This is an optimization exercise on Yosys and OpenROAD, whose aim is small area, not a production implementation.
The RTL was checked by simulation tests, not by an equivalence proof against the original design.
Power and IR drop assume default switching activity.

==> flow/design.v (excerpt) <==
module can_dma_top
(
    input  wire         bs,
    input  wire         rst_n,
    input  wire         reg_wr,
    input  wire         reg_rd,
    input  wire  [15:0] reg_addr,
    input  wire  [31:0] reg_wdata,
    output logic [31:0] reg_rdata,
    output logic        bus_busreq,
    output logic        bus_write,
    output logic [31:0] bus_addr,
    output logic [31:0] bus_wdata,
    input  wire         bus_grant,
    input  wire  [31:0] bus_rdata,
    output logic        can_start,
    output logic [63:0] can_data,
    output logic [28:0] can_id,
    output logic  [7:0] can_quanta_div,
    output logic  [5:0] can_prop_quanta,
    output logic  [5:0] can_seg1_quanta,
    output logic  [3:0] can_datalen,
    output logic        can_format,
    output logic  [1:0] can_frame_type,
    input  wire         can_busy
);
    can_dma_pkg::bus_req_t   bus_req;
    can_dma_pkg::can_frame_t can_frame;
    assign bus_busreq      = bus_req.busreq;
    assign bus_write       = bus_req.write;
    assign bus_addr        = bus_req.addr;
    assign bus_wdata       = bus_req.wdata;
    assign can_data        = can_frame.data;
    assign can_id          = can_frame.id;
    assign can_quanta_div  = can_frame.quanta_div;
    assign can_prop_quanta = can_frame.prop_quanta;
    assign can_seg1_quanta = can_frame.seg1_quanta;
    assign can_datalen     = can_frame.datalen;
    assign can_format      = can_frame.format;
    assign can_frame_type  = can_frame.frame_type;
    can_dma_pkg::frame_words_t reg_words_n;
    can_dma_pkg::frame_words_t desc_words_n;
    logic         reg_launch;
    logic         desc_launch;
    logic         chain_start;
    logic  [31:0] chain_base;
    logic         tx_active;
    logic         chain_active;
    logic   [3:0] wr_word;
    logic  [31:0] old_word_n_q;
    can_reg_slave u_reg_slave (
        .bs           (bs),
        .rst_n        (rst_n),
  ...
==> module can_desc_fetch, before the edit <==
module can_desc_fetch
(
    input  wire          bs,
    input  wire          rst_n,
    input  wire          chain_start,
    input  wire   [31:0] chain_base,
    input  wire          bus_grant,
    input  wire   [31:0] bus_rdata,
    input  wire          tx_active,
    output can_dma_pkg::bus_req_t     bus_req,
    output can_dma_pkg::frame_words_t desc_words_n,
    output logic         desc_launch,
    output logic         chain_active
);
    typedef enum logic [2:0] {
        ST_IDLE,
        ST_RD_REQ,
        ST_RD_DATA,
        ST_LAUNCH,
        ST_WAIT_HI,
        ST_WAIT_LO,
        ST_WR_REQ,
        ST_LINK
    } state_t;
    state_t      state;
    logic [2:0]  word_idx;
    logic [31:0] addr;
    logic [31:0] wdata;
    logic [31:0] spare;
    assign bus_req      = {(state == ST_RD_REQ) || (state == ST_WR_REQ),
                           state == ST_WR_REQ, addr, wdata};
    assign chain_active = (state != ST_IDLE);
    assign desc_launch  = (state == ST_LAUNCH) && !tx_active;
    always_ff @(posedge bs or negedge rst_n) begin
        if (!rst_n) begin
            state <= ST_IDLE;
        end else begin
            case (state)
                ST_IDLE:    if (chain_start) state <= ST_RD_REQ;
                ST_RD_REQ:  if (bus_grant) state <= ST_RD_DATA;
                ST_RD_DATA: state <= (word_idx == 3'(7 - 1)) ? ST_LAUNCH : ST_RD_REQ;
                ST_LAUNCH:  if (!tx_active) state <= ST_WAIT_HI;
                ST_WAIT_HI: if (tx_active) state <= ST_WAIT_LO;
                ST_WAIT_LO: if (!tx_active) state <= ST_WR_REQ;
                ST_WR_REQ:  if (bus_grant) state <= ST_LINK;
                default:    state <= (spare == 32'd0) ? ST_IDLE : ST_RD_REQ;
            endcase
        end
    end
    always_ff @(posedge bs) begin
        if (state == ST_IDLE || state == ST_LINK) begin
            word_idx <= 3'd0;
        end else if (state == ST_RD_DATA) begin
            word_idx <= word_idx + 3'd1;
        end
        if (state == ST_IDLE) begin
            addr <= chain_base;
        end else if (state == ST_LINK || (state == ST_RD_DATA && word_idx == 3'd6)) begin
            addr <= spare;
        end else if (state == ST_RD_DATA) begin
            addr <= {addr[31:2] + 30'd1, addr[1:0]};
        end
        if (state == ST_RD_DATA) begin
            case (word_idx)
                3'd0:    desc_words_n.dh  <= ~bus_rdata;
                3'd1:    desc_words_n.dl  <= ~bus_rdata;
                3'd2:   desc_words_n.cmd <= ~bus_rdata;
                3'd3:    desc_words_n.id  <= ~bus_rdata;
                3'd5: wdata          <= bus_rdata;
                default:         spare          <= bus_rdata;
            endcase
        end
    end
endmodule
==> flow/config.mk <==
export PLATFORM = sky130hd
export DESIGN_NAME = can_dma_top
export DESIGN_NICKNAME = can_dma_top
export VERILOG_FILES = /design/flow/design.v
export SDC_FILE = /design/flow/constraint.sdc
export NUM_CORES = 4
export LEC_CHECK = 0
export CAP_MARGIN = 0
export CORE_MARGIN = 2
export CORE_UTILIZATION = 50
export SLEW_MARGIN = 0
==> flow/constraint.sdc <==
create_clock -name core_clock -period 7.0 [get_ports {bs}]
set_input_delay 1.4000 -clock core_clock [delete_from_list [all_inputs] [get_ports {bs}]]
set_output_delay 1.4000 -clock core_clock [all_outputs]
set_load 0.01 [all_outputs]
standard.sh (not shown) runs the stock make flow with config.mk's settings and CLKGATE_MAP_FILE= SYNTH_SCRIPT=/design/flow/synth_recipe.tcl, a recipe that flattens the netlist after the stock synthesis.
==> flow/flow/run.sh <==
#!/bin/bash
# Standard layout, with the smallest buffer on every port and a clock tree
# of small buffers without dummy loads.
set -euo pipefail
export BUFFER_PORTS_ARGS="-buffer_cell sky130_fd_sc_hd__buf_1"
export CTS_ARGS="-sink_clustering_enable -repair_clock_nets -dont_use_dummy_load -buf_list sky130_fd_sc_hd__clkbuf_4 -sink_clustering_size 8 -sink_clustering_max_diameter 60"
bash standard.sh > standard.log 2>&1
The first run finished with timing, DRC and antenna clean.
Then changed:
--- a/flow/design.v
+++ b/flow/design.v
@@ -104,16 +104,16 @@
     output logic         desc_launch,
     output logic         chain_active
 );
     typedef enum logic [2:0] {
-        ST_IDLE,
-        ST_RD_REQ,
-        ST_RD_DATA,
-        ST_LAUNCH,
-        ST_WAIT_HI,
-        ST_WAIT_LO,
-        ST_WR_REQ,
-        ST_LINK
+        ST_IDLE    = 3'd0,
+        ST_LAUNCH  = 3'd1,
+        ST_WAIT_HI = 3'd2,
+        ST_WAIT_LO = 3'd3,
+        ST_RD_REQ  = 3'd4,
+        ST_RD_DATA = 3'd5,
+        ST_WR_REQ  = 3'd6,
+        ST_LINK    = 3'd7
     } state_t;
     state_t      state;
     logic [2:0]  word_idx;
     logic [31:0] addr;
The changed run produced a clean layout.
Clock-buffer cell count stays the same.
Routed wire length barely changes.
First-iteration DRC count decreases by 4.5%.
Power came out lower by 0.52%.
Final area hardly moves.
Clock power is about the same.
Die area fell by 0.50%.
Register-to-register slack gains 0.29 ns.
Sequential share of layout area is higher by 0.18 points.

[what the ideal ports hide]
The results above use ideal ports. As a check the final layouts listed here were re-extracted and re-timed, cells and wires unchanged.
Step 1 assumes that a clkbuf_16 drives the clock port and a buf_2 every other input.
Step 2 moves the port delays by t, midway between the first and last clock arrival at a register: inputs arrive t later, outputs are due t later. That takes back most of the time a late clock gives input paths.
a / b / c = ideal ports / drivers / drivers and shift; a / b = the first two.
run	shift t [ns]	setup slack, ns	hold WS [ns]
the first run	0.793	1.624 / 1.589 / 1.589	0.519 / 0.519 / 0.519
the second run	0.778	1.842 / 1.808 / 1.808	0.521 / 0.521 / 0.521
After both steps setup and hold are still met in every run listed. For the first run, which loses most, drivers alone change the setup slack by -0.035 ns; drivers and shift together by -0.035 ns.
